Source: an optimization exercise on an open RTL-to-GDS flow (aim: a short achievable clock period and few clock cycles). Production flows keep margins and buffers that such runs may drop.
In this exercise RTL edits were held to simulation tests only and were not proved equivalent to the original.
Power is estimated from default activity; no workload was simulated.

==> flow/design.v <==
package lc3b_pkg;
typedef union packed {
    struct packed {
        logic [3:0] opcode;
        logic [2:0] dr;
        logic [2:0] sr1;
        logic       imm;           
        logic [4:0] tail;          
    } opr;
    struct packed {
        logic [3:0] opcode;
        logic [2:0] dr;            
        logic [2:0] base;
        logic [5:0] offset6;
    } mem;
} lc3b_instr_t;
function automatic logic [2:0] lc3b_nzp(input logic [16-1:0] value);
    logic [2:0] cc;
    if (value[16-1])
        cc = 3'b100;
    else if (value == '0)
        cc = 3'b010;
    else
        cc = 3'b001;
    lc3b_nzp = cc;
endfunction
endpackage
`timescale 1ns/10ps
module lc3b_core
(
    input  logic                        clk,
    input  logic                        rst,
    input  logic                        instr_valid,
    input  logic [16-1:0]     instr,
    output logic                        instr_ready,
    output logic                        wb_valid,
    output logic [2:0]                  wb_dr,
    output logic [16-1:0]     wb_data,
    output logic [2:0]                  wb_cc
);
localparam int NB = 8;
function automatic logic [255:0] decode8(input logic [7:0] x);
    logic [15:0] l;
    logic [15:0] h;
    for (int k = 0; k < 16; k++)
    begin
        l[k] = (x[3:0] == 4'(k));
        h[k] = (x[7:4] == 4'(k));
    end
    for (int k = 0; k < 256; k++)
        decode8[k] = l[k & 15] && h[k >> 4];
endfunction
function automatic logic [15:0] mem_read(input logic [255:0][15:0] mem,
    input logic [NB*5-1:0] lo, input logic [NB-1:0] sel);
    logic [31:0][15:0] words;
    logic [15:0] v;
    v = '0;
    for (int b = 0; b < NB; b++)
    begin
        for (int j = 0; j < 32; j++)
            words[j] = mem[b * 32 + j];
        v = v | ({16{sel[b]}} & words[lo[b*5 +: 5]]);
    end
    mem_read = v;
endfunction
function automatic logic [NB-1:0] bank_sel(input logic en, input logic [7:0] a);
    for (int b = 0; b < NB; b++)
        bank_sel[b] = en && a[7:5] == 3'(b);
endfunction
function automatic logic [NB*5-1:0] bank_lo(input logic en, input logic [7:0] a);
    for (int b = 0; b < NB; b++)
        bank_lo[b*5 +: 5] = (en && a[7:5] == 3'(b)) ? a[4:0] : 5'd0;
endfunction
logic        ready_q;
logic [15:0] pc;
logic        q_v;
logic [1:0]  q_gap;             
logic [15:0] q_w;
logic [15:0] q_npc;
logic        q_wr;
logic        q_late;
logic        q_late2;
logic [1:0]  q_sp;              
logic        a_v, a_wr, a_late, a_late2, a_setcc;
logic [1:0]  a_sp;
logic [2:0]  a_dr;
logic        a_lea, a_ldr, a_ldi, a_str, a_sti;
logic [5:0]  a_op;
logic [3:0]  a_amt;
logic [7:0]  a_off;
logic [15:0] a_lea_val;
logic [15:0] a_x, a_y, a_s;
logic        a_x_f1, a_x_f2, a_x_f3, a_y_f1, a_y_f2, a_y_f3, a_s_f1, a_s_f2, a_s_f3;
logic        a_x_f0, a_y_f0, a_s_f0, a_x_r0, a_y_r0, a_s_r0, a_x_m0, a_y_m0, a_s_m0;
logic        a_x_r1, a_x_r2, a_y_r1, a_y_r2, a_s_r1, a_s_r2, a_s_m1, a_x_m1, a_y_m1;
logic        r_v, r_wr, r_late, r_late2, r_setcc;
logic [1:0]  r_sp;
logic [2:0]  r_dr;
logic        r_rd, r_ldi, r_str, r_sti, r_ldr2;
logic [5:0]  r_op;
logic [3:0]  r_amt;
logic [15:0] r_res;
logic [15:0] r_x, r_y, r_s;
logic        r_x_r1, r_x_r2, r_y_r1, r_y_r2, r_s_r1, r_s_r2, r_s_m1, r_x_m1, r_y_m1;
logic        r_x_r0, r_y_r0, r_s_r0, r_x_m0, r_y_m0, r_s_m0;
logic [7:0]  r_off;
logic [NB*5-1:0] r_alo;
logic [NB-1:0] r_bsel;
logic [7:0]  r_raddr;
logic        m_v, m_wr, m_setcc, m_sti, m_st;
logic [2:0]  m_dr;
logic [15:0] m_res;
logic [15:0] m_s;
logic        m_s_m1;
logic        m_x_m1, m_y_m1, m_x_m0, m_y_m0, m_s_m0, m_rd2, m_alu2;
logic [5:0]  m_op;
logic [3:0]  m_amt;
logic [15:0] m_x, m_y;
logic [7:0]  m_addr;
logic [NB*5-1:0] m_plo;
logic [NB-1:0] m_bsel;
logic        w_v, w_wr, w_setcc;
logic [2:0]  w_dr;
logic [15:0] w_res;
logic [15:0] rf [8];
logic [7:0]  rf_zero;           
logic [255:0][15:0] dmem;
logic [3:0] i_op;
logic [2:0] i_s1, i_s2;
logic       i_use2, i_alu, i_mem, i_st;
logic       i_m1_1, i_m2_1, i_m1_2, i_m2_2;
logic [1:0] i_ga1, i_ga2, i_gl1, i_gl2, i_ga, i_gl;
logic       i_str;
logic       i_ldr;
logic [1:0] i_gap;
logic       i_late;
logic       i_late2;
logic [1:0] i_sp;
logic       acc;
logic [1:0] gap_next;
assign i_op = instr[15:12];
assign i_s1 = instr[8:6];
assign i_s2 = instr[2:0];
assign i_alu = (i_op == 4'b0001) || (i_op == 4'b0101)
            || (i_op == 4'b1001) || (i_op == 4'b1101);
assign i_use2 = ((i_op == 4'b0001) || (i_op == 4'b0101)) && !instr[5];
assign i_mem = (i_op == 4'b0110) || (i_op == 4'b1010)
            || (i_op == 4'b0111) || (i_op == 4'b1011);
assign i_st = (i_op == 4'b0111) || (i_op == 4'b1011);
assign i_str = (i_op == 4'b0111);
assign i_ldr = (i_op == 4'b0110);
assign i_m1_1 = q_v && q_wr && q_w[11:9] == i_s1;
assign i_m2_1 = a_v && a_wr && a_dr == i_s1;
assign i_m1_2 = q_v && q_wr && q_w[11:9] == i_s2;
assign i_m2_2 = a_v && a_wr && a_dr == i_s2;
assign i_ga1 = i_m1_1 ? q_sp : ((i_m2_1 && a_sp == 2'd2) ? 2'd1 : 2'd0);
assign i_ga2 = !i_use2 ? 2'd0 : (i_m1_2 ? q_sp : ((i_m2_2 && a_sp == 2'd2) ? 2'd1 : 2'd0));
assign i_gl1 = (i_m1_1 && q_sp == 2'd2) ? 2'd1 : 2'd0;
assign i_gl2 = (i_use2 && i_m1_2 && q_sp == 2'd2) ? 2'd1 : 2'd0;
assign i_ga = (i_ga1 > i_ga2) ? i_ga1 : i_ga2;
assign i_gl = i_gl1 | i_gl2;
always_comb
begin
    i_late = 1'b0;
    i_late2 = 1'b0;
    i_gap = 2'd0;
    if (i_str)
        i_gap = i_gl1;
    else if (i_ldr && i_ga1 != 2'd0)
    begin
        i_late2 = 1'b1;
        i_gap = i_gl1;
    end
    else if (i_mem)
        i_gap = i_ga1;
    else if (i_alu && i_ga != 2'd0)
    begin
        if (i_gl == 2'd0)
            i_late = 1'b1;
        else
            i_late2 = 1'b1;
    end
    case (i_op)
        4'b0110: i_sp = i_late2 ? 2'd2 : 2'd1;
        4'b1010: i_sp = 2'd2;
        default:      i_sp = i_late2 ? 2'd2 : (i_late ? 2'd1 : 2'd0);
    endcase
end
assign instr_ready = ready_q;
assign acc = instr_valid && q_gap == 2'd0;
assign gap_next = (q_gap != 2'd0) ? q_gap - 2'd1 : (acc ? i_gap : 2'd0);
always_ff @(posedge clk)
begin
    if (rst)
    begin
        ready_q <= 1'b1;
        pc <= 16'h3000;
        q_v <= 1'b0;
        q_gap <= 2'd0;
    end
    else
    begin
        ready_q <= (gap_next == 2'd0);
        q_gap <= gap_next;
        if (q_gap == 2'd0)
        begin
            q_v <= acc;
            if (acc)
                pc <= pc + 16'd2;
        end
    end
end
always_ff @(posedge clk)
begin
    if (acc)
    begin
        q_w <= instr;
        q_npc <= pc + 16'd2;
        q_wr <= !i_st;
        q_late <= i_late;
        q_late2 <= i_late2;
        q_sp <= i_sp;
    end
end
logic        d_v;
logic [3:0]  d_op;
logic [2:0]  d_dr, d_s1, d_s2;
logic        d_use2;
logic [15:0] d_rx, d_ry, d_rs;
logic        w_wen;
assign d_v = q_v && q_gap == 2'd0;
assign d_op = q_w[15:12];
assign d_dr = q_w[11:9];
assign d_s1 = q_w[8:6];
assign d_s2 = q_w[2:0];
assign d_use2 = ((d_op == 4'b0001) || (d_op == 4'b0101)) && !q_w[5];
assign w_wen = w_v && w_wr;
function automatic logic [15:0] rf_read(input logic [2:0] r, input logic [15:0] rf0,
    input logic [15:0] rf1, input logic [15:0] rf2, input logic [15:0] rf3,
    input logic [15:0] rf4, input logic [15:0] rf5, input logic [15:0] rf6,
    input logic [15:0] rf7, input logic wv, input logic [2:0] wr, input logic [15:0] wd);
    logic [15:0] v;
    case (r)
        3'd0: v = rf0;
        3'd1: v = rf1;
        3'd2: v = rf2;
        3'd3: v = rf3;
        3'd4: v = rf4;
        3'd5: v = rf5;
        3'd6: v = rf6;
        default: v = rf7;
    endcase
    rf_read = (wv && wr == r) ? wd : v;
endfunction
logic [15:0] rfm [8];
always_comb
    for (int i = 0; i < 8; i++)
        rfm[i] = rf_zero[i] ? 16'd0 : rf[i];
assign d_rx = rf_read(d_s1, rfm[0], rfm[1], rfm[2], rfm[3], rfm[4], rfm[5], rfm[6], rfm[7], w_wen, w_dr, w_res);
assign d_ry = rf_read(d_s2, rfm[0], rfm[1], rfm[2], rfm[3], rfm[4], rfm[5], rfm[6], rfm[7], w_wen, w_dr, w_res);
assign d_rs = rf_read(d_dr, rfm[0], rfm[1], rfm[2], rfm[3], rfm[4], rfm[5], rfm[6], rfm[7], w_wen, w_dr, w_res);
logic d_k1x, d_k2x, d_k3x, d_k1y, d_k2y, d_k3y, d_k1s, d_k2s, d_k3s;
assign d_k1x = a_v && a_wr && a_dr == d_s1;
assign d_k2x = !d_k1x && r_v && r_wr && r_dr == d_s1;
assign d_k3x = !d_k1x && !d_k2x && m_v && m_wr && m_dr == d_s1;
assign d_k1y = a_v && a_wr && a_dr == d_s2;
assign d_k2y = !d_k1y && r_v && r_wr && r_dr == d_s2;
assign d_k3y = !d_k1y && !d_k2y && m_v && m_wr && m_dr == d_s2;
assign d_k1s = a_v && a_wr && a_dr == d_dr;
assign d_k2s = !d_k1s && r_v && r_wr && r_dr == d_dr;
assign d_k3s = !d_k1s && !d_k2s && m_v && m_wr && m_dr == d_dr;
logic d_x_f1, d_x_f2, d_x_f3, d_y_f1, d_y_f2, d_y_f3, d_s_f1, d_s_f2, d_s_f3;
logic d_x_r1, d_x_r2, d_y_r1, d_y_r2, d_s_r1, d_s_r2;
assign d_x_f1 = d_k1x && a_sp == 2'd0;
assign d_x_f2 = d_k2x && r_sp != 2'd2;
assign d_x_f3 = d_k3x;
assign d_y_f1 = d_use2 && d_k1y && a_sp == 2'd0;
assign d_y_f2 = d_use2 && d_k2y && r_sp != 2'd2;
assign d_y_f3 = d_use2 && d_k3y;
assign d_s_f1 = d_k1s && a_sp == 2'd0;
assign d_s_f2 = d_k2s && r_sp != 2'd2;
assign d_s_f3 = d_k3s;
assign d_x_r1 = d_k1x && a_sp != 2'd2;
assign d_x_r2 = d_k2x;
assign d_y_r1 = d_use2 && d_k1y && a_sp != 2'd2;
assign d_y_r2 = d_use2 && d_k2y;
assign d_s_r1 = d_k1s && a_sp != 2'd2;
assign d_s_r2 = d_k2s;
always_ff @(posedge clk)
begin
    if (rst)
        a_v <= 1'b0;
    else
        a_v <= d_v;
end
always_ff @(posedge clk)
begin
    a_wr <= q_wr;
    a_late <= q_late;
    a_late2 <= q_late2;
    a_sp <= q_sp;
    a_setcc <= (d_op != 4'b1110);
    a_dr <= d_dr;
    a_op[0] <= (d_op == 4'b0001);
    a_op[1] <= (d_op == 4'b0101);
    a_op[2] <= (d_op == 4'b1001);
    a_op[3] <= (d_op == 4'b1101) && !q_w[4];
    a_op[4] <= (d_op == 4'b1101) && q_w[4] && !q_w[5];
    a_op[5] <= (d_op == 4'b1101) && q_w[4] && q_w[5];
    a_lea <= (d_op == 4'b1110);
    a_ldr <= (d_op == 4'b0110);
    a_ldi <= (d_op == 4'b1010);
    a_str <= (d_op == 4'b0111);
    a_sti <= (d_op == 4'b1011);
    a_amt <= q_w[3:0];
    a_off <= {{2{q_w[5]}}, q_w[5:0]};
    a_lea_val <= q_npc + {{6{q_w[8]}}, q_w[8:0], 1'b0};
    a_x <= d_rx;
    a_y <= d_use2 ? d_ry : {{11{q_w[4]}}, q_w[4:0]};
    a_s <= d_rs;
    a_x_f1 <= d_x_f1;
    a_x_f2 <= d_x_f2;
    a_x_f3 <= d_x_f3;
    a_x_f0 <= !(d_x_f1 || d_x_f2 || d_x_f3);
    a_y_f1 <= d_y_f1;
    a_y_f2 <= d_y_f2;
    a_y_f3 <= d_y_f3;
    a_y_f0 <= !(d_y_f1 || d_y_f2 || d_y_f3);
    a_s_f1 <= d_s_f1;
    a_s_f2 <= d_s_f2;
    a_s_f3 <= d_s_f3;
    a_s_f0 <= !(d_s_f1 || d_s_f2 || d_s_f3);
    a_x_r1 <= d_x_r1;
    a_x_r2 <= d_x_r2;
    a_x_r0 <= !(d_x_r1 || d_x_r2);
    a_y_r1 <= d_y_r1;
    a_y_r2 <= d_y_r2;
    a_y_r0 <= !(d_y_r1 || d_y_r2);
    a_s_r1 <= d_s_r1;
    a_s_r2 <= d_s_r2;
    a_s_r0 <= !(d_s_r1 || d_s_r2);
    a_s_m1 <= d_k1s;
    a_s_m0 <= !d_k1s;
    a_x_m1 <= d_k1x;
    a_x_m0 <= !d_k1x;
    a_y_m1 <= d_use2 && d_k1y;
    a_y_m0 <= !(d_use2 && d_k1y);
end
function automatic logic [15:0] alu(input logic [5:0] sel, input logic [3:0] amt,
    input logic [15:0] x, input logic [15:0] y);
    alu = ({16{sel[0]}} & (x + y))
        | ({16{sel[1]}} & (x & y))
        | ({16{sel[2]}} & ~x)
        | ({16{sel[3]}} & (x << amt))
        | ({16{sel[4]}} & (x >> amt))
        | ({16{sel[5]}} & 16'($signed(x) >>> amt));
endfunction
function automatic logic [15:0] pick4(input logic [3:0] sel, input logic [15:0] v0,
    input logic [15:0] v1, input logic [15:0] v2, input logic [15:0] v3);
    pick4 = ({16{sel[0]}} & v0) | ({16{sel[1]}} & v1) | ({16{sel[2]}} & v2) | ({16{sel[3]}} & v3);
endfunction
logic [15:0] ax, ay, as_;
logic [15:0] a_alu;
logic [7:0]  a_wa;
assign ax  = pick4({a_x_f3, a_x_f2, a_x_f1, a_x_f0}, a_x, r_res, m_res, w_res);
assign ay  = pick4({a_y_f3, a_y_f2, a_y_f1, a_y_f0}, a_y, r_res, m_res, w_res);
assign as_ = pick4({a_s_f3, a_s_f2, a_s_f1, a_s_f0}, a_s, r_res, m_res, w_res);
assign a_wa = ax[8:1] + a_off;
assign a_alu = alu(a_op, a_amt, ax, ay);
always_ff @(posedge clk)
begin
    if (rst)
        r_v <= 1'b0;
    else
        r_v <= a_v;
end
always_ff @(posedge clk)
begin
    r_wr <= a_wr;
    r_late <= a_late;
    r_late2 <= a_late2;
    r_sp <= a_sp;
    r_setcc <= a_setcc;
    r_dr <= a_dr;
    r_op <= a_op;
    r_rd <= (a_ldr && !a_late2) || a_ldi || a_sti;
    r_ldr2 <= a_ldr && a_late2;
    r_ldi <= a_ldi;
    r_str <= a_str;
    r_sti <= a_sti;
    r_amt <= a_amt;
    r_res <= a_alu | ({16{a_lea}} & a_lea_val);
    r_x <= ax;
    r_y <= ay;
    r_s <= as_;
    r_x_r0 <= a_x_r0;
    r_y_r0 <= a_y_r0;
    r_s_r0 <= a_s_r0;
    r_x_m0 <= a_x_m0;
    r_y_m0 <= a_y_m0;
    r_s_m0 <= a_s_m0;
    r_x_r1 <= a_x_r1;
    r_x_r2 <= a_x_r2;
    r_y_r1 <= a_y_r1;
    r_y_r2 <= a_y_r2;
    r_s_r1 <= a_s_r1;
    r_s_r2 <= a_s_r2;
    r_s_m1 <= a_s_m1;
    r_x_m1 <= a_x_m1;
    r_y_m1 <= a_y_m1;
    r_off <= a_off;
    r_alo <= bank_lo((a_ldr && !a_late2) || a_ldi || a_sti, a_wa);
    r_bsel <= bank_sel((a_ldr && !a_late2) || a_ldi || a_sti, a_wa);
    r_raddr <= a_wa;
end
logic [15:0] rx, ry, rs;
logic [15:0] r_alu;
logic [15:0] r_mrd;
logic [7:0]  r_addr;
logic [15:0] r_rdata;
logic [15:0] r_out;
logic [15:0] ms;
logic [7:0]  m_waddr;
logic        m_we;
assign rx = pick4({1'b0, r_x_r2, r_x_r1, r_x_r0}, r_x, m_res, w_res, 16'd0);
assign ry = pick4({1'b0, r_y_r2, r_y_r1, r_y_r0}, r_y, m_res, w_res, 16'd0);
assign rs = pick4({1'b0, r_s_r2, r_s_r1, r_s_r0}, r_s, m_res, w_res, 16'd0);
assign r_alu = alu(r_op & {6{r_late}}, r_amt, rx, ry);
assign r_mrd = mem_read(dmem, r_alo, r_bsel);
assign r_addr = rx[8:1] + r_off;           
logic [255:0] m_wdec;
logic         r_hit;
assign m_wdec = decode8(m_waddr);
assign r_hit = m_we && m_waddr == r_raddr;
assign r_rdata = r_hit ? ms : r_mrd;
assign r_out = r_alu | pick4({1'b0, r_rd && r_hit, r_rd && !r_hit, !r_late && !r_rd}, r_res, r_mrd, ms, 16'd0);
always_ff @(posedge clk)
begin
    if (rst)
        m_v <= 1'b0;
    else
        m_v <= r_v;
end
always_ff @(posedge clk)
begin
    m_wr <= r_wr;
    m_setcc <= r_setcc;
    m_dr <= r_dr;
    m_rd2 <= r_ldi || r_ldr2;
    m_alu2 <= r_late2 && !r_ldr2;
    m_sti <= r_sti;
    m_st <= r_str || r_sti;
    m_res <= r_out;
    m_s <= rs;
    m_s_m1 <= r_s_m1;
    m_x_m0 <= r_x_m0;
    m_y_m0 <= r_y_m0;
    m_s_m0 <= r_s_m0;
    m_x_m1 <= r_x_m1;
    m_y_m1 <= r_y_m1;
    m_op <= r_op;
    m_amt <= r_amt;
    m_x <= rx;
    m_y <= ry;
    m_addr <= r_addr;
    m_plo <= bank_lo(r_ldi, r_rdata[8:1]) | bank_lo(r_ldr2, r_addr);
    m_bsel <= bank_sel(r_ldi, r_rdata[8:1]) | bank_sel(r_ldr2, r_addr);
end
logic [15:0] m_mrd;
assign ms = pick4({2'b0, m_s_m1, m_s_m0}, m_s, w_res, 16'd0, 16'd0);
logic [15:0] mx, my;
logic [15:0] m_alu;
assign mx = pick4({2'b0, m_x_m1, m_x_m0}, m_x, w_res, 16'd0, 16'd0);
assign my = pick4({2'b0, m_y_m1, m_y_m0}, m_y, w_res, 16'd0, 16'd0);
assign m_alu = alu(m_op & {6{m_alu2}}, m_amt, mx, my);
assign m_we = m_v && m_st;
assign m_waddr = m_sti ? m_res[8:1] : m_addr;
assign m_mrd = mem_read(dmem, m_plo, m_bsel);
always_ff @(posedge clk)
begin
    for (int k = 0; k < 256; k++)
        if (m_we && m_wdec[k])
            dmem[k] <= ms;
end
always_ff @(posedge clk)
begin
    if (rst)
        w_v <= 1'b0;
    else
        w_v <= m_v;
end
always_ff @(posedge clk)
begin
    w_wr <= m_wr;
    w_setcc <= m_setcc;
    w_dr <= m_dr;
    w_res <= m_mrd | m_alu | ({16{!m_rd2 && !m_alu2}} & m_res);
end
always_ff @(posedge clk)
begin
    if (rst)
        rf_zero <= 8'hff;
    else if (w_wen)
        rf_zero[w_dr] <= 1'b0;
end
always_ff @(posedge clk)
begin
    if (w_wen)
        rf[w_dr] <= w_res;
end
always_ff @(posedge clk)
begin
    if (rst)
    begin
        wb_valid <= 1'b0;
        wb_cc <= 3'b010;
    end
    else
    begin
        wb_valid <= w_wen;
        if (w_wen && w_setcc)
            wb_cc <= lc3b_pkg::lc3b_nzp(w_res);
    end
end
always_ff @(posedge clk)
begin
    if (w_wen)
    begin
        wb_dr <= w_dr;
        wb_data <= w_res;
    end
end
endmodule
==> flow/run.sh <==
#!/bin/bash
# synth_recipe.tcl (not shown) runs the flow's synth.tcl, then flattens the netlist and writes it again
# the make line also repeats each setting of config.mk as NAME=value (left out here)
make -C /OpenROAD-flow-scripts/flow DESIGN_CONFIG=/design/flow/config.mk WORK_HOME=/design/flow/orfs CLKGATE_MAP_FILE= SYNTH_SCRIPT=/design/flow/synth_recipe.tcl finish
==> flow/config.mk <==
export PLATFORM = sky130hd
export DESIGN_NAME = lc3b_core
export DESIGN_NICKNAME = lc3b_core
export VERILOG_FILES = /design/flow/design.v
export SDC_FILE = /design/flow/constraint.sdc
export NUM_CORES = 4
export LEC_CHECK = 0
export ABC_CLOCK_PERIOD_IN_PS = 2500
export CAP_MARGIN = 20
export CORE_MARGIN = 2
export CORE_UTILIZATION = 40
export SETUP_SLACK_MARGIN = 5
export SLEW_MARGIN = 20
export SYNTH_MEMORY_MAX_BITS = 8192
export TNS_END_PERCENT = 100
==> flow/constraint.sdc <==
create_clock -name core_clock -period 8.0 [get_ports {clk}]
set_input_delay 1.6000 -clock core_clock [delete_from_list [all_inputs] [get_ports {clk}]]
set_output_delay 1.6000 -clock core_clock [all_outputs]
set_load 0.01 [all_outputs]
==> results.txt, run 1 <==
outcome no timing/DRC/antenna violations; Seq/Total Area, Yosys 62.1%; Core Footprint 553000 um^2; Hold Startpoint r_x_m1; full die area 562000 um^2; io pins 43; setup tns final 0 ns; register bit total from synthesis 4757; first-pass GRT wire length 1140000 um; row cnt 273; Worst Path Buf+Inv 4; GRT Overall Usage 29.4%; Worst path slowest cell mux4_2; Reg2Reg Capture Point m_res[2]; CTS tree yes; syn nets 12000; placed cells 18800; post-route ant nets 0; die span in y 749 um; Rel. slew slack 16.3%; most frequent cells after synthesis 4279 x edfxtp_1, 2470 x mux4_2, 565 x nor2_1; number of enable flip-flop cells after synthesis 4279; WHS Endpoint m_x_m1; most numerous cell in the Yosys netlist edfxtp_1; Max Clk Rate 0.264 GHz; flop-to-flop setup slack 4.21 ns; dpl ws 2.80 ns; Pins Over Slew Limit 0; syn avg cell area 18.6 um^2; WL final 848000 um; Port Buffers 42; cell count after synthesis 11900; Crit path max-delay family multiplexers; mean routed wirelength per cell 41.0 um; initial core utilization 40.2%; critical path launch point type register; Reg area 138000 um^2; vias 140000; root buffer cell clkbuf_16; Async S/R FF share, synth 0%; RD Place Congestion 0.957; fillers 44400; cells along the critical path buf_12 > buf_12 > buf_16 > mux4_2 > mux4_2 > nand3b_1 > nand3_1 > or4_4 > mux2i_4 > buf_6 > o2111ai_2; Mapped Area 222000 um^2; Via density 6.75; DRC viols 0; critical path class reg -> reg; total global routing overflow 0; Yosys cell types 91; Clock transition at path regs 0.06 ns; Tmin final 3.79 ns; DIE WIDTH 749 um; clock skew 0.0653 ns; RSZ-0062 raised after global routing yes; area leader, netlist edfxtp_1; leakage power 83.1 nW; final hold viol count 0; 1st-iter DRT viols 22000; hold slack 0.324 ns; top cell type's share of synthesized area 57.8%; hold path depth 0; Setup crit end kind register; Max clock buf depth 4; CP Data Required Time 8.94 ns; antenna violations before repair 60; Synth warnings 2; post-DP HPWL 488000 um; worst-margin pin slew 1.25 ns; Pwr Total 0.0552 W; CP max FO 5; Worst Reg-to-Reg Cells 11; Final Cycle Share 47.4%; CTS buffer count 527; setup slack after layout 4.21 ns; maxcap violations 0; drt pass-1 iters 12; final setup violation count 0; vias in the first global route 137000; Area Growth Syn to Fin 21.1%; layout cells sized above 1 43.7%; Critical Path AT 4.73 ns; hold crit path type reg -> reg; nets 13100; pin count of the biggest net entering global routing 196; primary flip-flop cell chosen by synthesis mapping edfxtp_1; H-tree Lvls 6; pwr/cell area 205 nW/um^2; clk sinks 4757; Synth area leaders edfxtp_1 58%, mux4_2 25%, dfxtp_1 4.3%; area of the multi-input gates 85100 um^2; Max IR drop VDD 0.000242 V; peak per-stage delay on the critical path 0.61 ns; worst reg2reg path startpoint r_alo[15]; clock latency (worst-skew pair) 1.13 ns; final non-filler cell total 20700
-- registers in the layout (all words and copies together) (netlist names), 40 cells and up --
name / flops
dmem: 4096
rf: 128
m_plo: 40
r_alo: 40
-- metrics by stage --
step | util, % | area [um^2]
final | 48.7 | 269000
after global routing | 48.7 | 269000
after floorplan | - | 223000
after detailed placement | 42.3 | 234000
after global placement | 42.2 | 234000
after CTS | 47.9 | 265000
-- layout by cell type, fill, tap and decap left out, types with 58 or more instances in the layout --
cell type  synthesis  layout
edfxtp_1        4279    4279
mux4_2          2470    2470
buf_4             41     739
clkbuf_16          0     566
dfxtp_1          478     367
nand2_1          403     328
nor2_1           565     269
buf_12             0     243
o21ai_0          269     223
a21oi_1          225     188
mux2i_1          203     176
nor2_2             1     150
nor2_4             0     147
inv_1            167     146
buf_16             0     144
buf_6             17     141
mux2_2           218     138
a22oi_1          217     129
clkinv_1           6     104
clkbuf_1         530     100
a222oi_1          96      96
nand3_1          118      93
nor2b_1          100      93
a22oi_2            0      88
mux2_4             0      80
clkinv_2           0      79
dfxtp_4            0      70
ha_1              84      68
xor2_1            70      64
xnor2_1           74      62
nand2b_1          62      58
-- layer usage --
| layer | vias to the layer above | global-route usage (%) | wire length [um] |
|---|---|---|---|
| met5 | - | 0 | 221 |
| li1 | 53100 | - | - |
| met4 | 32 | 17.2 | 62100 |
| met3 | 2235 | 8.42 | 105000 |
| met2 | 10100 | 44.4 | 382000 |
| met1 | 74300 | 37.9 | 300000 |
-- worst max path at each step --
stage | from | to | slack (ns) | cells past startpoint
after CTS | r_alo[15] | m_res[2] | 4.36 | 11
after floorplan | instr[1] | q_sp[0] | 4.32 | 12
final | r_alo[15] | m_res[2] | 4.21 | 11
after global placement | r_alo[17] | m_plo[7] | 2.18 | 9
after detailed placement | m_plo[0] | w_res[0] | 2.80 | 8
after global routing | r_alo[15] | m_res[2] | 4.25 | 11
-- power by group --
group          internal, W  switching [W]
clock network       0.0139         0.0106
logic              0.00110        0.00223
registers           0.0272       0.000210
total               0.0422         0.0130
-- cells by family after synthesis --
group	count (synthesis)	share of synthesized area, %
flops	4757	62.1
xor+xnor	144	0.567
mux	2893	27.1
fa+ha+maj	90	0.527
buf+inv	1094	2.07
simple gates	1515	3.12
compound gates	1429	4.52
-- repair_timing --
item,in CTS,in global routing
buffers inserted,527,202
hold buffers,0,0
pin swaps,284,189
gates resized for setup,1181,324
endpoints found under the setup margin,7031,1349
gates cloned,128,29
-- area by class of cell --
cell class	count	area share, %
Sequential cell	4757	51.4
Multi-Input combinational cell	6083	31.6
Clock inverter	297	1.18
Tap cell	7287	3.39
Timing Repair Buffer	1400	6.87
Antenna cell	41	0.0381
Inverter	180	0.270
Clock buffer	652	5.21
Timing Repair inverter	5	0.0102
Testbench counts, summed over its fixed seeds: cycles 26,789.
==> run 2: changes to the inputs <==
--- a/flow/design.v
+++ b/flow/design.v
@@ -510,2 +510,5 @@
 end
+logic [2:0] cc;
+logic [2:0] cc_next;
+assign cc_next = (w_wen && w_setcc) ? lc3b_pkg::lc3b_nzp(w_res) : cc;
 always_ff @(posedge clk)
@@ -515,3 +518,3 @@
         wb_valid <= 1'b0;
-        wb_cc <= 3'b010;
+        cc <= 3'b010;
     end
@@ -520,4 +523,3 @@
         wb_valid <= w_wen;
-        if (w_wen && w_setcc)
-            wb_cc <= lc3b_pkg::lc3b_nzp(w_res);
+        cc <= cc_next;
     end
@@ -526,7 +528,5 @@
 begin
-    if (w_wen)
-    begin
-        wb_dr <= w_dr;
-        wb_data <= w_res;
-    end
+    wb_cc <= cc_next;
+    wb_dr <= w_dr;
+    wb_data <= w_res;
 end
==> results.txt, run 2 <==
setup tns final 0 ns (unchanged); Max clock buf depth 4 (unchanged); Seq/Total Area, Yosys 62.1% (about the same); area of the multi-input gates 84200 um^2 (-1.1%); GRT Overall Usage 28.0% (-1.3 points); RSZ-0062 raised after global routing yes; clk sinks 4760 (+0.063%); syn avg cell area 18.5 um^2 (-0.58%); mean routed wirelength per cell 39.3 um (-4.1%); Yosys cell types 88 (-3.3%); cell count after synthesis 12000 (+0.51%); RD Place Congestion 0.975 (+1.9%); CTS buffer count 525 (-0.38%); Reg area 138000 um^2 (-0.10%); clock skew 0.0625 ns (-0.00280 ns); Area Growth Syn to Fin 18.9%; met1 wire length 291000 um (-3.1%); final hold viol count 0 (unchanged); Rel. slew slack 12.9% (-3.5 points); nets 12900 (-1.1%); DRC viols 0 (unchanged); hold crit path type reg -> reg; Largest register FFs 4096 (unchanged); Worst path slowest cell mux4_2; worst-margin pin slew 1.31 ns (+0.0535 ns); pwr/cell area 208 nW/um^2 (+1.2%); routed wl met3 101000 um (-3.8%); uppermost layer routed met5; Setup crit end kind register; post-DP HPWL 481000 um (-1.3%); final setup violation count 0 (unchanged); metal2 WL 365000 um (-4.3%); most frequent cells after synthesis 4260 x edfxtp_1, 2463 x mux4_2, 577 x nor2_1; most numerous cell in the Yosys netlist edfxtp_1; maxcap violations 0 (unchanged); top cell type's share of synthesized area 57.6% (-0.21 points); die span in y 749 um (about the same); Clock transition at path regs 0.06 ns (about the same); commonest non-fill, non-tap cell in the layout edfxtp_1; Max IR drop VDD 0.000261 V (+7.8%); Mapped Area 222000 um^2 (about the same); CP max FO 7 (+2); Synth warnings 2 (unchanged); H-tree Lvls 6 (unchanged); setup slack after layout 4.12 ns (-0.0806 ns); number of enable flip-flop cells after synthesis 4260 (-0.44%); antenna violations before repair 39 (-35%); register bit total from synthesis 4760 (+0.063%); Top reg by flops dmem; critical path class reg -> reg; area leader, netlist edfxtp_1; vias 137000 (-1.8%); primary flip-flop cell chosen by synthesis mapping edfxtp_1; row cnt 273 (unchanged); Via density 6.67 (-1.1%); DIE WIDTH 749 um (about the same); largest registers dmem x4096, rf x128; critical path launch point type register; root buffer cell clkbuf_16; initial core utilization 40.2% (about the same); dpl ws 2.78 ns (-0.0161 ns); syn nets 12100 (+0.50%); Synth area leaders edfxtp_1 58%, mux4_2 25%, dfxtp_1 4.5%; Pins Over Slew Limit 0 (unchanged); Max Clk Rate 0.258 GHz (-2.1%); post-route ant nets 0 (unchanged); outcome no timing/DRC/antenna violations; first-pass GRT wire length 1100000 um (-3.6%); most frequent cells in the layout 4260 x edfxtp_1, 2467 x mux4_2, 755 x buf_4, 549 x clkbuf_16, 380 x dfxtp_1; Port Buffers 42 (unchanged); pin count of the biggest net entering global routing 225 (+15%); io pins 43 (unchanged); CTS tree yes; leakage power 81.4 nW (-2.0%); Critical Path AT 4.62 ns (-0.11 ns); drt pass-1 iters 11 (-1); WL final 808000 um (-4.8%); peak per-stage delay on the critical path 0.56 ns (-0.05 ns); Most common cell on crit path mux4_2; final core utilization 47.7% (-0.93 points); fillers 45000 (+1.3%); total global routing overflow 0 (unchanged); full die area 561000 um^2 (about the same); 1st-iter DRT viols 22300 (+1.4%); clock latency (worst-skew pair) 1.09 ns (-0.04 ns); Core Footprint 553000 um^2 (unchanged); hold-fix buffers at CTS 0 (unchanged); Tmin final 3.88 ns (+0.0806 ns); cells along the critical path buf_16 > mux4_2 > mux4_2 > mux2_4 > a22oi_2 > nand3_2 > a221oi_4 > nand4_1; CP Data Required Time 8.75 ns (-0.19 ns); layout cells sized above 1 42.2% (-1.5 points); Async S/R FF share, synth 0% (unchanged); Final Cycle Share 48.4% (+1.0 points); vias in the first global route 136000 (-0.96%)
==> run 2: cell types whose count changed after synthesis, moves of 17 or more <==
cell | previous run | this run
o22ai_1 | 70 | 119
clkbuf_1 | 530 | 556
nand2b_1 | 62 | 80
nand3_1 | 118 | 99
edfxtp_1 | 4279 | 4260
o211ai_1 | 24 | 41
a21oi_1 | 225 | 261
dfxtp_1 | 478 | 500
nand2_1 | 403 | 434
==> run 2: repair_timing <==
| action | in CTS | in global routing |
|---|---|---|
| setup endpoints to repair | 6097 | 2744 |
| cloned | 67 | 21 |
| gates resized for setup | 1045 | 329 |
| pin swaps | 181 | 156 |
| setup buffers | 364 | 177 |
| hold endpoints to repair | 0 | 0 |
==> run 2: metrics by stage <==
stage                     cell area, um^2  hold WS (ns)  instances  power, W
final                              264000         0.325      20600    0.0548
after global routing               264000         0.326      20500    0.0561
after CTS                          260000         0.324      20300    0.0548
after detailed placement           234000         0.312      18900    0.0306
after global placement             234000         0.315      18900    0.0305
after floorplan                    224000         0.310      12000    0.0293
==> run 2: layout make-up <==
class / instances / share of cell area (%)
Sequential cell: 4760 / 52.4
Multi-Input combinational cell: 6130 / 31.9
Timing Repair Buffer: 1229 / 5.54
Clock buffer: 648 / 5.27
Tap cell: 7287 / 3.45
Clock inverter: 312 / 1.17
Inverter: 168 / 0.264
Antenna cell: 26 / 0.0246
Timing Repair inverter: 2 / 0.00379
==> run 2: critical path: cells and delay by family (launching register included) <==
family	cells	cell delay [ns]
mux	3	1.38
compound gates	2	0.81
simple gates	2	0.72
buf+inv	1	0.17
flops	1	0.42
==> run 2: metal layers <==
layer  up-vias  track usage (%)
li1      52700                -
met1     72700             36.9
met2      9826             42.8
met3      1973             7.78
met4        24             14.3
met5         -                0
==> run 2: report_power, final <==
group	switching [W]	internal (W)	total (W)
clock network	0.0106	0.0135	0.0241
registers	0.000224	0.0272	0.0274
logic	0.00221	0.00106	0.00327
total	0.0131	0.0417	0.0548
==> run 2: path summary, 6_finish.rpt <==
path                  start       end  slack (ns)  cells after the start
setup / recovery  m_plo[20]  w_res[1]        4.12                      8
hold reg to reg      r_x_m1    m_x_m1        0.32                      0
setup reg to reg  m_plo[20]  w_res[1]        4.12                      8
hold / removal       r_x_m1    m_x_m1        0.32                      0
==> run 2: cells by family after synthesis <==
| kind of cell | synth area share, % |
|---|---|
| fa+ha+maj | 0.522 |
| compound gates | 4.53 |
| mux | 26.9 |
| buf+inv | 2.07 |
| flops | 62.1 |
| simple gates | 3.25 |
| xor+xnor | 0.568 |
Testbench counts of run 2, summed over its fixed seeds: cycles 26,789.
==> run 3: changes to the inputs <==
--- a/flow/design.v
+++ b/flow/design.v
@@ -428,3 +428,2 @@
 assign r_alu = alu(r_op & {6{r_late}}, r_amt, rx, ry);
-assign r_mrd = mem_read(dmem, r_alo, r_bsel);
 assign r_addr = rx[8:1] + r_off;           
@@ -434,4 +433,5 @@
 assign r_hit = m_we && m_waddr == r_raddr;
-assign r_rdata = r_hit ? ms : r_mrd;
-assign r_out = r_alu | pick4({1'b0, r_rd && r_hit, r_rd && !r_hit, !r_late && !r_rd}, r_res, r_mrd, ms, 16'd0);
+assign r_mrd = mem_read(dmem, r_alo, r_bsel & ~{NB{r_hit}});
+assign r_rdata = r_mrd | ({16{r_hit}} & ms);
+assign r_out = r_alu | r_mrd | pick4({2'b0, r_rd && r_hit, !r_late && !r_rd}, r_res, ms, 16'd0, 16'd0);
 always_ff @(posedge clk)
==> results.txt, run 3 <==
antenna violations before repair 42 (+7.7%); RSZ-0062 raised after global routing yes; full die area 561000 um^2 (about the same); vias 138000 (+0.57%); number of enable flip-flop cells after synthesis 4260 (unchanged); Via density 6.74 (+0.98%); CTS buffer count 537 (+2.3%); register bit total from synthesis 4760 (unchanged); Tmin final 3.90 ns (+0.0213 ns); Seq/Total Area, Yosys 62.1% (about the same); vias in the first global route 137000 (+1.0%); 1st-iter DRT viols 22200 (-0.56%); WL final 852000 um (+5.5%); clock skew 0.0804 ns (+0.0179 ns); Yosys cell types 87 (-1.1%); area leader, netlist edfxtp_1; DRC viols 0 (unchanged); Pins Over Slew Limit 0 (unchanged); Setup crit end kind register; CTS tree yes; most frequent cells in the layout 4260 x edfxtp_1, 2511 x mux4_2, 606 x buf_4, 556 x clkbuf_16, 388 x dfxtp_1; first-pass GRT wire length 1150000 um (+4.7%); setup tns final 0 ns (unchanged); most frequent cells after synthesis 4260 x edfxtp_1, 2511 x mux4_2, 586 x nor2_1; GRT Overall Usage 29.7% (+1.7 points); fillers 44400 (-1.4%); Critical Path AT 4.64 ns (+0.02 ns); critical path class reg -> reg; pwr/cell area 208 nW/um^2 (+0.41%); row cnt 273 (unchanged); root buffer cell clkbuf_16; GRT Max-Usage Layer met2; Synth warnings 2 (unchanged); Largest register FFs 4096 (unchanged); critical path launch point type register; outcome no timing/DRC/antenna violations; total global routing overflow 0 (unchanged); GR Layer Usage met1 37.6% (+0.72 points); post-DP HPWL 499000 um (+3.6%); final hold viol count 0 (unchanged); io pins 43 (unchanged); syn nets 12000 (-1.0%); mean routed wirelength per cell 41.6 um (+5.9%); cell count after synthesis 11900 (-1.1%); Pwr Total 0.0557 W (+1.6%); DIE WIDTH 749 um (about the same); largest registers dmem x4096, rf x128; commonest non-fill, non-tap cell in the layout edfxtp_1; syn avg cell area 18.7 um^2 (+1.1%); clock latency (worst-skew pair) 1.11 ns (+0.02 ns); H-tree Lvls 6 (unchanged); Max Clk Rate 0.257 GHz (-0.55%); met2 Track Usage GR 45.8% (+3.0 points); Reg area 138000 um^2 (about the same); pin count of the biggest net entering global routing 194 (-14%); nets 12800 (-0.58%); Core Footprint 553000 um^2 (unchanged); clk sinks 4760 (unchanged); most numerous cell in the Yosys netlist edfxtp_1; Top reg by flops dmem; top cell type's share of synthesized area 57.6% (about the same); Final Cycle Share 48.7% (+0.27 points); Synth area leaders edfxtp_1 58%, mux4_2 25%, dfxtp_1 4.5%; Max clock buf depth 4 (unchanged); CP max FO 16 (+9); Async S/R FF share, synth 0% (unchanged); Area Growth Syn to Fin 20.3%; Worst Reg-to-Reg Cells 7 (-1); Max IR drop VDD 0.000249 V (-4.5%); RD Place Congestion 0.983 (+0.78%); grt met3 use 8.30% (+0.52 points); drt pass-1 iters 10 (-1); leakage power 82.0 nW (+0.75%); CP Data Required Time 8.74 ns (about the same); die span in y 749 um (about the same); post-route ant nets 0 (unchanged); hold path depth 0 (unchanged); Port Buffers 42 (unchanged); final setup violation count 0 (unchanged); hold crit path type reg -> reg; primary flip-flop cell chosen by synthesis mapping edfxtp_1; area of the multi-input gates 84700 um^2 (+0.59%); layout cells sized above 1 42.7% (+0.50 points); maxcap violations 0 (unchanged); Mapped Area 222000 um^2 (about the same); Clock transition at path regs 0.06 ns (about the same); initial core utilization 40.2% (about the same); worst-margin pin slew 1.29 ns (-0.0187 ns); Rel. slew slack 14.1% (+1.2 points)
-- run 3: cell types whose count changed in the layout (fill, tap and decap cells not counted), moves of 26 or more --
cell,delta
buf_12,+153
buf_4,-149
nor2_4,+64
nor2_2,-46
mux4_2,+44
mux2i_4,+37
nand2_1,-35
clkinv_2,-31
a21oi_1,-27
mux2_2,-26
-- run 3: layout make-up --
type | instances | area share, %
sequential | 4760 | 51.7
multi-input combinational | 6032 | 31.7
timing repair buffer | 1245 | 6.32
clock buffer | 677 | 5.33
tap | 7287 | 3.41
clock inverter | 287 | 1.19
inverter | 159 | 0.246
antenna | 25 | 0.0234
timing repair inverter | 6 | 0.0155
-- run 3: path summary, 6_finish.rpt --
path	slack, ns	endpoint	start
worst max-delay path	4.10	m_res[1]	r_y_r1
worst max register to register	4.10	m_res[1]	r_y_r1
worst min register to register	0.31	r_y_r0	a_y_r0
worst min-delay path	0.31	r_y_r0	a_y_r0
-- run 3: kinds of logic after synthesis --
logic type	after synthesis	share of synthesized area [%]
muxes	2922	27.4
adders and majority gates	89	0.522
buffers and inverters	1065	2.03
xor gates and xnor gates	144	0.568
and+or+nand+nor	1531	3.15
DFF	4760	62.1
AOI/OAI and AO/OA	1346	4.20
-- run 3: where the power goes --
part           total [W]  internal [W]  switching [W]  leakage [nW]
sequential        0.0275        0.0273       0.000267          43.3
combinational    0.00349       0.00115        0.00234          30.2
clock             0.0247        0.0139         0.0108          8.43
total             0.0557        0.0423         0.0134          82.0
-- run 3: repair_timing --
action / 4_1_cts / 5_1_grt
pin swaps: 289 / 151
hold buffers: 0 / 0
hold endpoints to repair: 0 / 0
setup buffers: 528 / 114
resized for setup: 1068 / 287
endpoints found under the setup margin: 6405 / 1554
cloned: 87 / 13
-- run 3: metrics by stage --
step | utilization [%] | worst slack, ns | hold slack (ns) | std cells | instance area, um^2
floorplan | - | 4.32 | 0.310 | 11900 | 223000
global placement | 42.2 | 2.94 | 0.311 | 18700 | 233000
detailed placement | 42.2 | 3.05 | 0.312 | 18700 | 234000
CTS | 47.8 | 4.35 | 0.305 | 20300 | 264000
global route | 48.3 | 4.28 | 0.319 | 20500 | 267000
finish | 48.3 | 4.10 | 0.308 | 20500 | 267000
-- run 3: worst max-delay path, stage by stage (launching register included) --
cell      delay (ns)
dfxtp_1         0.48
a222oi_1        0.44
inv_1           0.18
ha_4            0.21
fa_2            0.44
a22o_1          0.22
a221oi_1        0.90
o211ai_1        0.67
-- run 3: metal layers --
metal  up-vias  share of wire, %
met2      9842                45
met3      2177                12
met4        20               7.3
met5         -             0.052
li1      52400                 -
met1     73500                35
Testbench counts of run 3, summed over its fixed seeds: cycles 26,789.
==> run 4: changes to the inputs <==
--- a/flow/design.v
+++ b/flow/design.v
@@ -40,3 +40,4 @@
 );
-localparam int NB = 8;
+localparam int NB = 16;
+localparam int LW = 4;           
 function automatic logic [255:0] decode8(input logic [7:0] x);
@@ -53,4 +54,4 @@
 function automatic logic [15:0] mem_read(input logic [255:0][15:0] mem,
-    input logic [NB*5-1:0] lo, input logic [NB-1:0] sel);
-    logic [31:0][15:0] words;
+    input logic [NB*LW-1:0] lo, input logic [NB-1:0] sel);
+    logic [2**LW-1:0][15:0] words;
     logic [15:0] v;
@@ -59,5 +60,5 @@
     begin
-        for (int j = 0; j < 32; j++)
-            words[j] = mem[b * 32 + j];
-        v = v | ({16{sel[b]}} & words[lo[b*5 +: 5]]);
+        for (int j = 0; j < 2**LW; j++)
+            words[j] = mem[b * 2**LW + j];
+        v = v | ({16{sel[b]}} & words[lo[b*LW +: LW]]);
     end
@@ -67,7 +68,7 @@
     for (int b = 0; b < NB; b++)
-        bank_sel[b] = en && a[7:5] == 3'(b);
+        bank_sel[b] = en && a[7:LW] == (8-LW)'(b);
 endfunction
-function automatic logic [NB*5-1:0] bank_lo(input logic en, input logic [7:0] a);
+function automatic logic [NB*LW-1:0] bank_lo(input logic en, input logic [7:0] a);
     for (int b = 0; b < NB; b++)
-        bank_lo[b*5 +: 5] = (en && a[7:5] == 3'(b)) ? a[4:0] : 5'd0;
+        bank_lo[b*LW +: LW] = (en && a[7:LW] == (8-LW)'(b)) ? a[LW-1:0] : LW'(0);
 endfunction
@@ -106,3 +107,3 @@
 logic [7:0]  r_off;
-logic [NB*5-1:0] r_alo;
+logic [NB*LW-1:0] r_alo;
 logic [NB-1:0] r_bsel;
@@ -119,3 +120,3 @@
 logic [7:0]  m_addr;
-logic [NB*5-1:0] m_plo;
+logic [NB*LW-1:0] m_plo;
 logic [NB-1:0] m_bsel;
@@ -428,2 +429,3 @@
 assign r_alu = alu(r_op & {6{r_late}}, r_amt, rx, ry);
+assign r_mrd = mem_read(dmem, r_alo, r_bsel);
 assign r_addr = rx[8:1] + r_off;           
@@ -433,5 +435,4 @@
 assign r_hit = m_we && m_waddr == r_raddr;
-assign r_mrd = mem_read(dmem, r_alo, r_bsel & ~{NB{r_hit}});
-assign r_rdata = r_mrd | ({16{r_hit}} & ms);
-assign r_out = r_alu | r_mrd | pick4({2'b0, r_rd && r_hit, !r_late && !r_rd}, r_res, ms, 16'd0, 16'd0);
+assign r_rdata = r_hit ? ms : r_mrd;
+assign r_out = r_alu | pick4({1'b0, r_rd && r_hit, r_rd && !r_hit, !r_late && !r_rd}, r_res, r_mrd, ms, 16'd0);
 always_ff @(posedge clk)
==> results.txt, run 4 <==
syn avg cell area 18.1 um^2 (-3.6%); setup tns final 0 ns (unchanged); most frequent cells in the layout 4260 x edfxtp_1, 2356 x mux4_2, 909 x buf_4, 566 x clkbuf_16, 429 x dfxtp_1; hold slack 0.307 ns (-0.000846 ns); 1st-iter DRT viols 23700 (+7.0%); design area 268000 um^2 (+0.48%); Seq/Total Area, Yosys 62.4% (+0.26 points); Area Growth Syn to Fin 20.3% (about the same); peak per-stage delay on the critical path 0.84 ns (-0.06 ns); total global routing overflow 0 (unchanged); Synth warnings 2 (unchanged); post-DP HPWL 559000 um (+12%); pin count of the biggest net entering global routing 194 (unchanged); most numerous cell in the Yosys netlist edfxtp_1; CP Data Required Time 9.04 ns (+0.30 ns); Via density 6.69 (-0.75%); Pins Over Slew Limit 0 (unchanged); Max IR drop VDD 0.000214 V (-14%); Largest register FFs 4096 (unchanged); Yosys cell types 91 (+4.6%); leakage power 83.9 nW (+2.3%); commonest non-fill, non-tap cell in the layout edfxtp_1; Setup crit end kind register; Worst path slowest cell o211ai_1; H-tree Lvls 6 (unchanged); GRT Overall Usage 31.0% (+1.3 points); number of enable flip-flop cells after synthesis 4260 (unchanged); hold crit path type reg -> reg; clock latency (worst-skew pair) 1.12 ns (about the same); die span in y 751 um (+0.25%); CP max FO 7 (-9); nets 13500 (+5.1%); area leader, netlist edfxtp_1; CTS tree yes; maxcap violations 0 (unchanged); Mapped Area 223000 um^2 (+0.50%); final hold viol count 0 (unchanged); register bit total from synthesis 4824 (+1.3%); syn nets 12500 (+4.2%); CTS buffer count 544 (+1.3%); layout cells sized above 1 40.9% (-1.9 points); initial core utilization 40.1% (-0.045 points); vias in the first global route 139000 (+1.3%); mean routed wirelength per cell 42.1 um (+1.1%); outcome no timing/DRC/antenna violations; cells along the critical path mux4_2 > o211ai_1 > nand4_1 > nor4_4 > nand2_2 > mux2i_4 > buf_12 > nand4_1 > o2bb2ai_1; pwr/cell area 210 nW/um^2 (+0.73%); Critical Path AT 5.01 ns (+0.37 ns); critical path launch point type register; root buffer cell clkbuf_16; clock skew 0.0617 ns (-0.0187 ns); final core utilization 48.2% (-0.065 points); critical path class reg -> reg; Tmin final 3.97 ns (+0.0738 ns); dpl ws 2.43 ns (-0.624 ns); final setup violation count 0 (unchanged); Top reg by flops dmem; top cell type's share of synthesized area 57.3% (-0.29 points); Max clock buf depth 4 (unchanged); Synth area leaders edfxtp_1 57%, mux4_2 24%, dfxtp_1 5.1%; Rel. slew slack 8.20% (-5.9 points); Port Buffers 42 (unchanged); Max Clk Rate 0.252 GHz (-1.9%); drt pass-1 iters 13 (+3); DRC viols 0 (unchanged); most frequent cells after synthesis 4260 x edfxtp_1, 2356 x mux4_2, 564 x dfxtp_1; antenna violations before repair 77 (+83%); Async S/R FF share, synth 0% (unchanged); setup slack after layout 4.03 ns (-0.0738 ns); Area after DPL 235000 um^2 (+0.81%); primary flip-flop cell chosen by synthesis mapping edfxtp_1; post-route ant nets 0 (unchanged); first-pass GRT wire length 1190000 um (+3.6%); RD Place Congestion 1.01 (+2.6%); vias 143000 (+3.4%); row cnt 274 (+0.37%); cell count after synthesis 12400 (+4.2%); full die area 564000 um^2 (+0.50%); Most common cell on crit path nand4_1; Final Cycle Share 49.6% (+0.92 points); io pins 43 (unchanged); largest registers dmem x4096, rf x128; Core Footprint 556000 um^2 (+0.61%); clk sinks 4824 (+1.3%); RSZ-0062 raised after global routing yes; worst-margin pin slew 1.38 ns (+0.0885 ns); Clock transition at path regs 0.07 ns (about the same); WL final 898000 um (+5.4%); DIE WIDTH 751 um (+0.25%)
[run 4: area by class of cell]
| cell class | count | area (um^2) |
|---|---|---|
| antenna | 63 | 158 |
| clock buffer | 696 | 14700 |
| clock inverter | 289 | 3230 |
| fill | 45500 | 288000 |
| inverter | 166 | 723 |
| multi-input combinational | 6438 | 84600 |
| sequential | 4824 | 140000 |
| tap | 7452 | 9320 |
| timing repair buffer | 1412 | 16000 |
| timing repair inverter | 4 | 45.0 |
[run 4: final timing paths]
kind,startpoint,end,slack (ns),cells after the start
max,r_alo[49],m_plo[25],4.03,9
min,a_s_r2,r_s_r2,0.31,0
max reg2reg,r_alo[49],m_plo[25],4.03,9
min reg2reg,a_s_r2,r_s_r2,0.31,0
[run 4: where the power goes]
part	internal [W]	total, W	switching (W)
clock network	0.0144	0.0253	0.0109
registers	0.0275	0.0278	0.000226
logic	0.000984	0.00328	0.00230
total	0.0430	0.0564	0.0134
[run 4: worst max-delay path, delay by kind of cell (launching register included)]
| family | cells | cell delay, ns |
|---|---|---|
| AO/OA/AOI/OAI | 2 | 1.09 |
| buffers and inverters | 1 | 0.15 |
| flip-flops | 1 | 0.39 |
| multiplexers | 2 | 0.68 |
| AND/OR/NAND/NOR | 4 | 1.57 |
[run 4: kinds of logic after synthesis]
| kind of cell | after synthesis | share of synthesized area [%] |
|---|---|---|
| flip-flops | 4824 | 62.4 |
| multiplexers | 2774 | 25.7 |
| AND/OR/NAND/NOR | 1818 | 3.90 |
| AO/OA/AOI/OAI | 1602 | 4.96 |
| buffers and inverters | 1107 | 2.00 |
| XOR/XNOR | 144 | 0.565 |
| adder cells (fa/ha/maj) | 90 | 0.525 |
[run 4: per-layer routing]
metal / vias up / GRT usage [%] / wire [um]
met3: 2329 / 9.76 / 118000
met1: 75300 / 39.0 / 310000
met4: 34 / 19.9 / 73800
met2: 10600 / 46.6 / 396000
met5: - / 0 / 423
li1: 54500 / - / -
[run 4: through the flow]
stage / power, W / cells
detailed placement: 0.0308 / 19500
finish: 0.0564 / 21300
floorplan: 0.0295 / 12400
CTS: 0.0562 / 21000
global placement: 0.0308 / 19500
global route: 0.0575 / 21300
[run 4: what timing repair did]
| item | 4_1_cts | 5_1_grt |
|---|---|---|
| hold buffers | 0 | 0 |
| gates resized for setup | 1096 | 332 |
| setup buffers | 482 | 241 |
| pin swaps | 263 | 237 |
| hold endpoints to repair | 0 | 0 |
| endpoints found under the setup margin | 5676 | 2166 |
| cloned | 53 | 11 |
Testbench counts of run 4, summed over its fixed seeds: cycles 26,789.

## afterwards: timing with drivers on the ports
In the flow no input, the clock included, has a driving cell. The finished layouts below were timed again as built, in two steps.
Step 1 assumes that a clkbuf_16 drives the clock port and a buf_2 every other input.
Step 2, shift: input delay + t, output delay - t, t = (earliest + latest rising clock arrival at the registers) / 2. This alone moves slack from input paths to output paths.
Three values: no drivers, after step 1, after step 2; two values: the first two.
| run | t (ns) | setup slack, ns | clock arrival spread, ns |
|---|---|---|---|
| run 1 | 1.223 | 4.205 / 4.205 / 3.890 | 0.070 / 0.071 |
| run 2 | 1.187 | 4.125 / 4.125 / 3.874 | 0.069 / 0.068 |
| run 3 | 1.190 | 4.104 / 4.104 / 3.930 | 0.083 / 0.083 |
| run 4 | 1.224 | 4.030 / 4.030 / 3.875 | 0.067 / 0.067 |
After both steps every run listed still meets setup and hold. The setup slack of run 1, which loses most, moves by 0.000 ns with the drivers and by -0.315 ns with both steps.
